What follows belongs to an exercise in optimizing a design on an open flow for small area, a short achievable clock period and few clock cycles per item; a production flow would make more cautious choices.
The RTL was checked by simulation tests, not by an equivalence proof against the original design.

Setup of cedar:
// infix_expression_evaluator_unit
module infix_expression_evaluator_unit (
    input  logic            clk,
    input  logic            rst_n,
    input  logic            in_valid,
    output logic            in_ready,
    input  logic [7:0]      char_code,
    input  logic            last,
    output logic            out_valid,
    input  logic            out_ready,
    output logic [47:0]     value,
    output logic [2:0]      status
);
Size in the first run: about 13000 cells after synthesis, about 1600 flip-flops, ~66 I/O pins, roughly 110000 um2 of cells after synthesis.
==> flow/config.mk <==
export PLATFORM = sky130hd
export DESIGN_NAME = infix_expression_evaluator_unit
export DESIGN_NICKNAME = infix_expression_evaluator_unit
export VERILOG_FILES = /design/flow/design.v
export SDC_FILE = /design/flow/constraint.sdc
export NUM_CORES = 4
export LEC_CHECK = 0
export CAP_MARGIN = 20
export CORE_MARGIN = 2
export CORE_UTILIZATION = 40
export SETUP_SLACK_MARGIN = 5
export SLEW_MARGIN = 20
==> flow/constraint.sdc <==
create_clock -name core_clock -period 14.0 [get_ports {clk}]
set_input_delay 2.8000 -clock core_clock [delete_from_list [all_inputs] [get_ports {clk}]]
set_output_delay 2.8000 -clock core_clock [all_outputs]
set_load 0.01 [all_outputs]
standard.sh (not shown) runs the stock make flow with config.mk's settings and CLKGATE_MAP_FILE= SYNTH_SCRIPT=/design/flow/synth_recipe.tcl, a recipe that flattens the netlist after the stock synthesis.
==> flow/flow/run.sh <==
#!/bin/bash
# Layout: the standard layout (standard.sh), with the timing repair aiming
# further below the clock period (SETUP_SLACK_MARGIN 10 instead of 5). The clock
# period, the constraints and every other setting are the standard flow's own.
set -euo pipefail
sed -e 's/SETUP_SLACK_MARGIN=5/SETUP_SLACK_MARGIN=10/' standard.sh > standard_m.sh
grep -q 'SETUP_SLACK_MARGIN=10' standard_m.sh
bash standard_m.sh > layout.log 2>&1
Testbench counts of cedar, summed over its fixed seeds: cycles 24,866, exprs 512.
## Diff of input files: umber against cedar
==> flow/flow/run.sh <==
#!/bin/bash
# Layout: the standard layout (standard.sh), with the timing repair aiming
# further below the clock period (SETUP_SLACK_MARGIN 8 instead of 5). The clock
# period, the constraints and every other setting are the standard flow's own.
set -euo pipefail
sed -e 's/SETUP_SLACK_MARGIN=5/SETUP_SLACK_MARGIN=8/' standard.sh > standard_m.sh
grep -q 'SETUP_SLACK_MARGIN=8' standard_m.sh
bash standard_m.sh > layout.log 2>&1
### Flow results
- Measured against umber, the via count of cedar comes out at 1.07 times the reference value.
- On depth of the worst register-to-register path, the higher figure sits with cedar, not umber.
- The higher initial antenna violation count of umber and cedar is in cedar.
- Per the comparison of umber with cedar, minimum clock period shows an increase of 0.77 ns; post-layout instance area shows a reduction of 16000 um2; instance area at placement shows a reduction of 0.46%; worst setup slack shows a reduction of 0.77 ns.
- Between umber and cedar, it is umber whose area growth from synthesis to layout is lower, by 14 points.
What garnet does differently from umber at the input level:
Settings: removing SETUP_SLACK_MARGIN (formerly 5).
==> flow/run.sh (new file) <==
#!/bin/bash
# synth_recipe.tcl (not shown) runs the flow's synth.tcl, then flattens the netlist and writes it again
# the make line also repeats each setting of config.mk as NAME=value (left out here)
make -C /OpenROAD-flow-scripts/flow DESIGN_CONFIG=/design/flow/config.mk WORK_HOME=/design/flow/orfs CLKGATE_MAP_FILE= SYNTH_SCRIPT=/design/flow/synth_recipe.tcl finish
removed: flow/flow/run.sh
removed: flow/standard.sh
## What came out
[compare] base=umber new=garnet: minimum period implied by the final worst setup slack increased 0.77 ns; non-clock buffer contribution to total cell area barely changed; global-route wire length before repair went up. Summary of garnet and umber: one run falls short of a clean finish, namely garnet.
Input-level comparison between lagoon and garnet:
Settings: SETUP_SLACK_MARGIN newly set to 5.
### Flow results
lagoon completed; timing, DRC and antenna clean
For garnet, the critical path's slowest cell was sky130_fd_sc_hd__nor4_1, unlike lagoon, where it was sky130_fd_sc_hd__buf_4.
Summary of lagoon over garnet: final max-slew violation count shows a reduction of 1, sequential cell area share shows no meaningful change, fmax shows a reduction of about 0.46%.
lagoon: total met3 wirelength after detailed routing is 0.54% lower than what garnet reported.
Between lagoon and garnet, it is lagoon whose detailed-route wire length is higher, by 0.44%.
garnet → lagoon: via total after detailed routing ~0 delta, utilization +0.16 points.

Another version of the RTL of infix_expression_evaluator_unit (not shown whole).
For scale: about 11,000 cells after synthesis, roughly 1,600 flip-flops, roughly 66 I/O pins, about 110,000 um2 of cells after synthesis.
==> flow/config.mk <==
export PLATFORM = sky130hd
export DESIGN_NAME = infix_expression_evaluator_unit
export DESIGN_NICKNAME = infix_expression_evaluator_unit
export VERILOG_FILES = /design/flow/design.v
export SDC_FILE = /design/flow/constraint.sdc
export NUM_CORES = 4
export LEC_CHECK = 0
export CAP_MARGIN = 20
export CORE_MARGIN = 2
export CORE_UTILIZATION = 40
export CTS_BUF_LIST = sky130_fd_sc_hd__clkbuf_4 sky130_fd_sc_hd__clkbuf_8
export SETUP_SLACK_MARGIN = 5
export SLEW_MARGIN = 20
export TNS_END_PERCENT = 10
==> flow/constraint.sdc <==
create_clock -name core_clock -period 14.0 [get_ports {clk}]
set_input_delay 2.8000 -clock core_clock [delete_from_list [all_inputs] [get_ports {clk}]]
set_output_delay 2.8000 -clock core_clock [all_outputs]
set_load 0.01 [all_outputs]
==> flow/flow/run.sh <==
#!/bin/bash
# Layout: the standard layout (standard.sh) with two changes to how it is
# made: the timing repair aims further below the clock period
# (SETUP_SLACK_MARGIN 9.5 instead of 5), and the buffers that the flow puts on
# every input and output port are sky130_fd_sc_hd__buf_4 instead of the default
# delay buffer. The clock period, the constraints and every other setting are
# the standard flow's own.
set -euo pipefail
sed -e 's/SETUP_SLACK_MARGIN=5/SETUP_SLACK_MARGIN=9.5/' standard.sh > standard_m.sh
grep -q 'SETUP_SLACK_MARGIN=9.5' standard_m.sh
export BUFFER_PORTS_ARGS="-buffer_cell sky130_fd_sc_hd__buf_4"
bash standard_m.sh > layout.log 2>&1
Testbench counts at the start, summed over its fixed seeds: cycles 24,566, exprs 512.
Rerun with:
--- a/flow/config.mk
+++ b/flow/config.mk
@@ -11,2 +11,3 @@
 export CTS_BUF_LIST = sky130_fd_sc_hd__clkbuf_4 sky130_fd_sc_hd__clkbuf_8
+export CTS_CLUSTER_SIZE = 30
 export SETUP_SLACK_MARGIN = 5
What happened: Cell area stays the same. Die area is unchanged. Sequential cell count is unchanged. Via count does not change.
Rerun with:
==> flow/flow/run.sh (replaced) <==
#!/bin/bash
# Layout: the standard layout (standard.sh), with the timing repair aiming
# further below the clock period (SETUP_SLACK_MARGIN 10 instead of 5). The clock
# period, the constraints and every other setting are the standard flow's own.
set -euo pipefail
sed -e 's/SETUP_SLACK_MARGIN=5/SETUP_SLACK_MARGIN=10/' standard.sh > standard_m.sh
grep -q 'SETUP_SLACK_MARGIN=10' standard_m.sh
bash standard_m.sh > layout.log 2>&1
--- a/flow/config.mk
+++ b/flow/config.mk
@@ -10,4 +10,2 @@
 export CORE_UTILIZATION = 40
-export CTS_BUF_LIST = sky130_fd_sc_hd__clkbuf_4 sky130_fd_sc_hd__clkbuf_8
-export CTS_CLUSTER_SIZE = 30
 export SETUP_SLACK_MARGIN = 5
Outcome: The changed run completed with no timing, DRC or antenna violations. Fmax rose by about 0.8%. Clock skew fell by 0.024 ns. Wire length rose by 4.1%. Non-clock buffer count rose by 216.

Setup of rev 12:
Another version of the RTL of infix_expression_evaluator_unit (not shown whole).
Size in the first run: roughly 9600 cells after synthesis, ~1200 flip-flops, about 66 I/O pins, ~84000 µm² of cells after synthesis.
Settings: LEC_CHECK=0, ABC_CLOCK_PERIOD_IN_PS=4500, CAP_MARGIN=20, CORE_MARGIN=2, CORE_UTILIZATION=40, SETUP_SLACK_MARGIN=5, SLEW_MARGIN=20; clock period 14.0 ns.
run.sh (not shown) runs the stock make flow with config.mk's settings and CLKGATE_MAP_FILE= SYNTH_SCRIPT=/design/flow/synth_recipe.tcl, a recipe that flattens the netlist after the stock synthesis.
Stock flow here: none of the scripts above is used.
Testbench counts of rev 12, summed over its fixed seeds: cycles 42,317, exprs 512.
Edits applied to the flow inputs when going from rev 12 to rev 13:
- clearing ABC_CLOCK_PERIOD_IN_PS, which used to be 4500
- clearing SETUP_SLACK_MARGIN, which used to be 5
==> comparison <==
Summary of rev 13 over rev 12: sum of routed wire segments on met1 went up by 0.85%, layout multi-input combinational cell count barely changed. Compared with rev 12, in rev 13 first-pass GRT wire length stayed essentially flat, sequential share of layout area stayed essentially flat. Compared with rev 12, rev 13 shows a lower worst reg-to-reg setup slack. Going from rev 12 to rev 13, area share of buffers outside the clock network has remained practically unchanged; design area has remained practically unchanged; number of antenna violations at the first check in global routing has decreased; utilization has remained practically unchanged.

RTL: one of the versions met above, not the one the previous note started from.
Size in the first run: about 1600 flip-flops.
Settings: LEC_CHECK=0, CAP_MARGIN=30, CORE_MARGIN=2, CORE_UTILIZATION=40, CTS_BUF_LIST=sky130_fd_sc_hd__clkbuf_4 sky130_fd_sc_hd__clkbuf_8, SETUP_SLACK_MARGIN=5, SLEW_MARGIN=30, TNS_END_PERCENT=10; clock period 14.0 ns.
standard.sh (not shown) runs the stock make flow with config.mk's settings and CLKGATE_MAP_FILE= SYNTH_SCRIPT=/design/flow/synth_recipe.tcl, a recipe that flattens the netlist after the stock synthesis.
==> flow/flow/run.sh <==
#!/bin/bash
# Layout: the standard layout (standard.sh) with two changes to how it is
# made: the timing repair aims further below the clock period
# (SETUP_SLACK_MARGIN 9.75 instead of 5), and the buffers that the flow puts on
# every input and output port are sky130_fd_sc_hd__buf_4 instead of the default
# delay buffer. The clock period, the constraints and every other setting are
# the standard flow's own.
set -euo pipefail
sed -e 's/SETUP_SLACK_MARGIN=5/SETUP_SLACK_MARGIN=9.75/' standard.sh > standard_m.sh
grep -q 'SETUP_SLACK_MARGIN=9.75' standard_m.sh
export BUFFER_PORTS_ARGS="-buffer_cell sky130_fd_sc_hd__buf_4"
bash standard_m.sh > layout.log 2>&1
Testbench counts at the start, summed over its fixed seeds: cycles 24,566, exprs 512.
Then changed:
==> flow/flow/run.sh (replaced) <==
#!/bin/bash
# Layout: the standard layout (standard.sh), with the timing repair aiming
# further below the clock period (SETUP_SLACK_MARGIN 10 instead of 5). The clock
# period, the constraints and every other setting are the standard flow's own.
set -euo pipefail
sed -e 's/SETUP_SLACK_MARGIN=5/SETUP_SLACK_MARGIN=10/' standard.sh > standard_m.sh
grep -q 'SETUP_SLACK_MARGIN=10' standard_m.sh
bash standard_m.sh > layout.log 2>&1
Settings changed: CAP_MARGIN 30 to 20, CORE_UTILIZATION 40 to 55, CTS_BUF_LIST sky130_fd_sc_hd__clkbuf_4 sky130_fd_sc_hd__clkbuf_8 to not set, SLEW_MARGIN 30 to 20.
The changed run completed with no timing, DRC or antenna violations.
Non-clock buffer count grows by 62.
Synthesized cell count is unchanged.
Core utilization rises by 18 points.

==> static timing again, ports no longer ideal <==
The flow's constraints put no driver on any port. The routed layouts listed below were extracted and timed again, unchanged, in two steps.
Step 1: set_driving_cell puts a clkbuf_16 on clk and a buf_2 on each other input, an assumption about the parent block.
Step 2 moves the port delays by t, midway between the first and last clock arrival at a register: inputs arrive t later, outputs are due t later. That takes back most of the time a late clock gives input paths.
a / b / c = no drivers / after step 1 / after step 2; a / b = the first two.
run | t, ns | setup slack, ns | latest minus earliest clock arrival (ns) | slew at the worst register clock pin (ns) | pins driven straight from the clock port
cedar | 0.984 | 8.608 / 8.608 / 8.608 | 0.097 / 0.097 | 0.08 / 0.08 | 1
umber | 0.960 | 7.839 / 7.839 / 7.839 | 0.114 / 0.114 | 0.08 / 0.08 | 1
garnet | 0.945 | 7.065 / 7.065 / 7.065 | 0.066 / 0.066 | 0.07 / 0.07 | 1
lagoon | 0.954 | 7.033 / 7.033 / 7.033 | 0.066 / 0.066 | 0.08 / 0.08 | 1
the first run of note 2 | 1.113 | 9.199 / 9.199 / 9.199 | 0.120 / 0.120 | 0.08 / 0.08 | 1
the second run of note 2 | 1.113 | 9.199 / 9.199 / 9.199 | 0.120 / 0.120 | 0.08 / 0.08 | 1
the third run of note 2 | 0.953 | 9.238 / 9.238 / 9.238 | 0.096 / 0.096 | 0.07 / 0.07 | 1
rev 12 | 0.901 | 5.442 / 5.442 / 5.442 | 0.055 / 0.055 | 0.07 / 0.07 | 1
rev 13 | 0.886 | 4.224 / 4.224 / 4.224 | 0.046 / 0.046 | 0.07 / 0.07 | 1
the first run of note 4 | 1.108 | 9.275 / 9.275 / 9.275 | 0.119 / 0.119 | 0.07 / 0.07 | 1
the second run of note 4 | 0.955 | 9.233 / 9.233 / 9.233 | 0.072 / 0.073 | 0.08 / 0.08 | 1
